Context: an optimization exercise on an open-source flow, tuned for small area, a short achievable clock period and few clock cycles per item. The choices shown serve that exercise and are no tape-out recipe. Only simulation tests tie the RTL to the original design; equivalence was not proved. No activity file was given, so power comes from the tool's default toggle rates.

## seq_alu
module seq_alu (
  input  logic        clock,
  input  logic        clear,
  input  logic        start,
  input  logic [3:0]  op,
  input  logic [31:0] a,
  input  logic [31:0] b,
  output logic        busy,
  output logic        done,
  output logic [63:0] result,
  output logic        div_by_zero,
  output logic        illegal_op
);
Size in the first run: about 140 flip-flops, ~18000 sq um of cells after synthesis.
clock: 10.0 ns
lec_check: 0
abc_area: 1
cap_margin: 20
core_margin: 2
core_utilization: 55
place_density: 0.7
setup_slack_margin: 5
slew_margin: 20
tns_end_percent: 0
run.sh (not shown) runs the stock make flow with config.mk's settings and CLKGATE_MAP_FILE= SYNTH_SCRIPT=/design/flow/synth_recipe.tcl, a recipe that flattens the netlist after the stock synthesis.
The first run completed with no timing, DRC or antenna violations.
Testbench counts at the start, summed over its fixed seeds: cycles 23,682, ops 4,000.
Next try:
- CORE_UTILIZATION: 55 -> 40
- PLACE_DENSITY: 0.7 -> unset
After rerunning: Via count decreases by 4.6%; final cell count increases by 4.7%; final area hardly moves; non-clock buffer count increases by 2; worst hold slack loses 0.010 ns; core utilization decreases by 19 points; worst setup slack gains 0.0096 ns; global-route usage decreases by 12 points.

* * *

The RTL this note starts from:
==> flow/design.v <==
module seq_alu (
  input  logic        clock,
  input  logic        clear,
  input  logic        start,
  input  logic [3:0]  op,
  input  logic [31:0] a,
  input  logic [31:0] b,
  output logic        busy,
  output logic        done,
  output logic [63:0] result,
  output logic        div_by_zero,
  output logic        illegal_op
);
  logic s_idle, s_sgl, s_mul, s_dv1, s_dvs, s_fxh, s_fxl, s_done;
  logic        busy_q;
  logic [31:0] B;
  logic [35:0] H;
  logic        hm;    
  logic [31:0] L;
  logic [4:0]  cnt;
  logic        sb, nq, nr, bz, dbz_q, ill_q;
  logic [4:0]  lza, lzb;
  logic        c_xh, c_xm, c_xl, c_yb1, c_yb2, c_yl, c_yh, c_inv, c_dvs;
  logic        d1_one, d1_two, d1_neg;
  function automatic logic [4:0] lzc31(input logic [31:0] v);
    lzc31 = 5'd31;
    for (int i = 1; i < 32; i++)
      if (v[i]) lzc31 = 5'(31 - i);
  endfunction
  function automatic logic [5:0] booth2(input logic [3:0] m, input logic p);
    booth2[0] = m[0] ^ p;                                       
    booth2[1] = (m[1] & ~m[0] & ~p) | (~m[1] & m[0] & p);       
    booth2[2] = m[1];                                           
    booth2[3] = m[2] ^ m[1];                                    
    booth2[4] = (m[3] & ~m[2] & ~m[1]) | (~m[3] & m[2] & m[1]); 
    booth2[5] = m[3];                                           
  endfunction
  logic [4:0] lza_in, lzb_in;
  logic       left_in, neg_in, sub_in, mul_in, div_in, bz_in, fast_in, ill_in;
  assign lza_in  = lzc31(a ^ {32{a[31]}});
  assign lzb_in  = lzc31(b ^ {32{b[31]}});
  assign left_in = (op == 4'd10) | (op == 4'd12);
  assign ill_in  = (op == 4'd13) | (op == 4'd14) | (op == 4'd15);
  assign neg_in  = (op == 4'd2);
  assign sub_in  = (op == 4'd5);
  assign mul_in  = (op == 4'd6);
  assign div_in  = (op == 4'd7);
  assign bz_in   = (b == '0);
  assign fast_in = ~neg_in & ~sub_in & (op != 4'd4) & ~mul_in & ~div_in;
  logic [6:0] sh_d;
  assign sh_d = {2'b00, lzb} - {2'b00, lza} + {6'd0, L[31]};    
  logic bsx;    
  assign bsx = c_dvs ? sb : B[31];
  logic [33:0] X, Ys, p1;
  assign X  = ({34{c_xh}} & H[33:0]) | ({34{c_xm}} & {{2{H[35]}}, H[35:4]})
            | ({34{c_xl}} & {{2{L[31]}}, L});
  assign Ys = ({34{c_yb1}} & {bsx, bsx, B})
            | ({34{c_yb2}} & {B[31], B, 1'b0})
            | ({34{c_yl}}  & {{2{L[31]}}, L})
            | ({34{c_yh}}  & H[33:0]);
  assign p1 = (({34{d1_one}} & {{2{B[31]}}, B}) | ({34{d1_two}} & {B[31], B, 1'b0}))
              ^ {34{d1_neg}};
  logic [35:0] cx, cy, cz, csum, ccar, SS;
  logic [36:0] sum1;
  logic [33:0] S;
  assign cx   = {{2{X[33]}}, X};
  assign cy   = {{2{Ys[33] ^ c_inv}}, Ys ^ {34{c_inv}}};
  assign cz   = {p1, d1_neg, d1_neg};
  assign csum = cx ^ cy ^ cz;
  assign ccar = {(cx[34:0] & cy[34:0]) | (cx[34:0] & cz[34:0]) | (cy[34:0] & cz[34:0]), c_inv};
  assign sum1 = {csum, 1'b1} + {ccar, d1_neg};
  assign SS   = sum1[36:1];
  assign S    = SS[33:0];
  logic [4:0]  amt, r;
  logic [31:0] rin, pre, rot, m_hi, m_lo, rsh;
  logic        left;
  assign rin  = s_dv1 ? B : a;
  assign amt  = s_dv1 ? sh_d[4:0] : b[4:0];
  assign left = s_dv1 | left_in;
  assign r    = left ? ~amt : amt;
  assign pre  = left ? {rin[0], rin[31:1]} : rin;
  always_comb begin
    logic [31:0] s0, s1, s2, s3;
    s0  = r[0] ? {pre[0], pre[31:1]}       : pre;
    s1  = r[1] ? {s0[1:0], s0[31:2]}       : s0;
    s2  = r[2] ? {s1[3:0], s1[31:4]}       : s1;
    s3  = r[3] ? {s2[7:0], s2[31:8]}       : s2;
    rot = r[4] ? {s3[15:0], s3[31:16]}     : s3;
  end
  always_comb
    for (int i = 0; i < 32; i++) begin
      m_hi[i] = 5'(i) >= amt;
      m_lo[31 - i] = 5'(i) >= amt;
    end
  always_comb begin
    case ({s_dv1, op})
      {1'b0, 4'd8}:  rsh = rot & m_lo;                                
      {1'b0, 4'd9}:  rsh = (rot & m_lo) | ({32{a[31]}} & ~m_lo);      
      {1'b0, 4'd11}, {1'b0, 4'd12}: rsh = rot;                        
      default:       rsh = rot & m_hi;                                
    endcase
  end
  logic [31:0] fast;
  always_comb begin
    case (op)
      4'd0:    fast = a & b;
      4'd1:    fast = a | b;
      4'd3:    fast = ~a;
      4'd8, 4'd9, 4'd10, 4'd11, 4'd12: fast = rsh;
      default: fast = '0;
    endcase
  end
  logic q_bit, mul_last, dvs_last, dv1_steps, fin;
  assign q_bit     = ~S[33];
  assign mul_last  = (cnt[2:0] == 3'd7);
  assign dvs_last  = (cnt == 5'd0);
  assign dv1_steps = ~bz & ~sh_d[6];
  logic take, n_sgl, n_mul, n_dv1, n_dvs, n_fxh, n_fxl;
  assign take  = s_idle & start;
  assign n_sgl = take & (neg_in | sub_in | (op == 4'd4));
  assign n_mul = (take & mul_in) | (s_mul & ~mul_last);
  assign n_dv1 = take & div_in;
  assign n_dvs = (s_dv1 & dv1_steps) | (s_dvs & ~dvs_last);
  assign n_fxh = (s_dv1 & ~bz & sh_d[6] & L[31]) | (s_dvs & dvs_last & nr);
  assign n_fxl = (s_dv1 & ~bz & sh_d[6] & ~L[31] & B[31])
               | (s_dvs & dvs_last & ~nr & nq) | (s_fxh & nq);
  assign fin = s_sgl | s_fxl
             | (s_mul & mul_last)
             | (s_dv1 & (bz | (sh_d[6] & ~L[31] & ~B[31])))
             | (s_dvs & dvs_last & ~nr & ~nq)
             | (s_fxh & ~nq);
  logic [5:0] nbooth;
  assign nbooth = s_idle ? booth2(a[3:0], 1'b0) : booth2(L[7:4], L[3]);
  logic nsb;    
  assign nsb = s_dv1 ? B[31] : sb;
  always_ff @(posedge clock) begin
    if (clear) begin
      s_idle <= 1'b1;
      s_sgl  <= 1'b0;
      s_mul  <= 1'b0;
      s_dv1  <= 1'b0;
      s_dvs  <= 1'b0;
      s_fxh  <= 1'b0;
      s_fxl  <= 1'b0;
      s_done <= 1'b0;
      busy_q <= 1'b0;
    end else begin
      s_idle <= (s_idle & ~start) | s_done;
      s_sgl  <= n_sgl;
      s_mul  <= n_mul;
      s_dv1  <= n_dv1;
      s_dvs  <= n_dvs;
      s_fxh  <= n_fxh;
      s_fxl  <= n_fxl;
      s_done <= fin | (take & fast_in);
      busy_q <= (busy_q & ~fin) | (take & ~fast_in);
    end
  end
  always_ff @(posedge clock) begin
    c_xh   <= n_dvs;
    c_xm   <= n_mul & s_mul;
    c_xl   <= n_sgl & ~neg_in;
    c_yb1  <= (n_mul & nbooth[0]) | n_dvs | (n_sgl & ~neg_in);
    c_yb2  <= n_mul & nbooth[1];
    c_yl   <= n_dv1 | n_fxl | (n_sgl & neg_in);
    c_yh   <= n_fxh;
    c_inv  <= (n_mul & nbooth[2]) | (n_dv1 & a[31] & ~bz_in) | (n_dvs & ~nsb)
            | n_fxh | n_fxl | (n_sgl & (neg_in | sub_in));
    c_dvs  <= n_dvs;
    d1_one <= n_mul & nbooth[3];
    d1_two <= n_mul & nbooth[4];
    d1_neg <= n_mul & nbooth[5];
  end
  always_ff @(posedge clock) begin
    if (s_idle) begin
      B   <= b;
      cnt <= '0;
      lza <= lza_in;
      lzb <= lzb_in;
      bz  <= bz_in;
      if (start) begin
        L <= fast_in ? fast : a;
        if (fast_in) begin
          H     <= '0;
          hm    <= 1'b0;
          dbz_q <= 1'b0;
          ill_q <= ill_in;
        end
      end
    end
    if (s_sgl) begin
      H     <= '0;
      hm    <= 1'b0;
      L     <= S[31:0];
      dbz_q <= 1'b0;
      ill_q <= 1'b0;
    end
    if (s_mul) begin
      H     <= SS;
      hm    <= 1'b1;
      L     <= {SS[3:0], L[31:4]};
      cnt   <= cnt + 5'd1;
      dbz_q <= 1'b0;
      ill_q <= 1'b0;
    end
    if (s_dv1) begin
      sb    <= B[31];
      nr    <= L[31];
      nq    <= L[31] ^ B[31];
      dbz_q <= bz;
      ill_q <= 1'b0;
      H     <= SS;                  
      hm    <= 1'b0;
      L     <= {32{bz}};
      B     <= rsh;
      cnt   <= sh_d[4:0];
    end
    if (s_dvs) begin
      if (q_bit) H <= SS;
      L   <= {L[30:0], q_bit};
      B   <= {sb, B[31:1]};
      cnt <= cnt - 5'd1;
    end
    if (s_fxh) H <= SS;
    if (s_fxl) L <= S[31:0];
  end
  assign busy        = busy_q;
  assign done        = s_done;
  assign result      = {hm ? H[35:4] : H[31:0], L};
  assign div_by_zero = dbz_q;
  assign illegal_op  = ill_q;
endmodule
export LEC_CHECK = 0
export ABC_AREA = 1
export CAP_MARGIN = 20
export CORE_MARGIN = 2
export CORE_UTILIZATION = 40
export PLACE_DENSITY = 0.5
export SETUP_SLACK_MARGIN = 5
export SLEW_MARGIN = 20
export TNS_END_PERCENT = 0
create_clock -name core_clock -period 10.0 [get_ports {clock}]
Testbench counts at the start, summed over its fixed seeds: cycles 23,682, ops 4,000.
Then changed:
Settings changed: PLACE_DENSITY 0.5 to default, SETUP_SLACK_MARGIN 5 to 4.5.
Area after synthesis does not change.
Synthesized cell count is unchanged.
Fmax decreases by 7.0%.
Final cell count decreases by 0.78%.
Total power decreases by 4.3%.
Global-route usage decreases by 1.9 points.
Hold slack degrades by 8.2 ps.

## port drivers added, routing unchanged
The results above use ideal ports. As a check the final layouts listed here were re-extracted and re-timed, cells and wires unchanged. Step 1 assumes that a clkbuf_16 drives the clock port and a buf_2 every other input. Step 2, shift: input delay + t, output delay - t, t = (earliest + latest rising clock arrival at the registers) / 2. This alone moves slack from input paths to output paths. Three values: ideal, step 1, step 2; two values: the first two.
| run | t (ns) | setup WS [ns] | slew at the worst register clock pin (ns) | worst slew at a driven data input, ns |
|---|---|---|---|---|
| the first run of note 1 | 0.521 | 4.985 / 5.015 / 4.495 | 0.08 / 0.08 | 0.04 |
| the second run of note 1 | 0.544 | 4.994 / 5.031 / 4.488 | 0.08 / 0.08 | 0.05 |
| the first run of note 2 | 0.546 | 4.990 / 5.024 / 4.477 | 0.08 / 0.08 | 0.04 |
| the second run of note 2 | 0.546 | 4.613 / 4.641 / 4.095 | 0.08 / 0.08 | 0.05 |
After both steps every run listed still meets setup and hold. For the second run of note 2, which loses most, drivers alone change the setup slack by +0.028 ns; drivers and shift together by -0.518 ns.
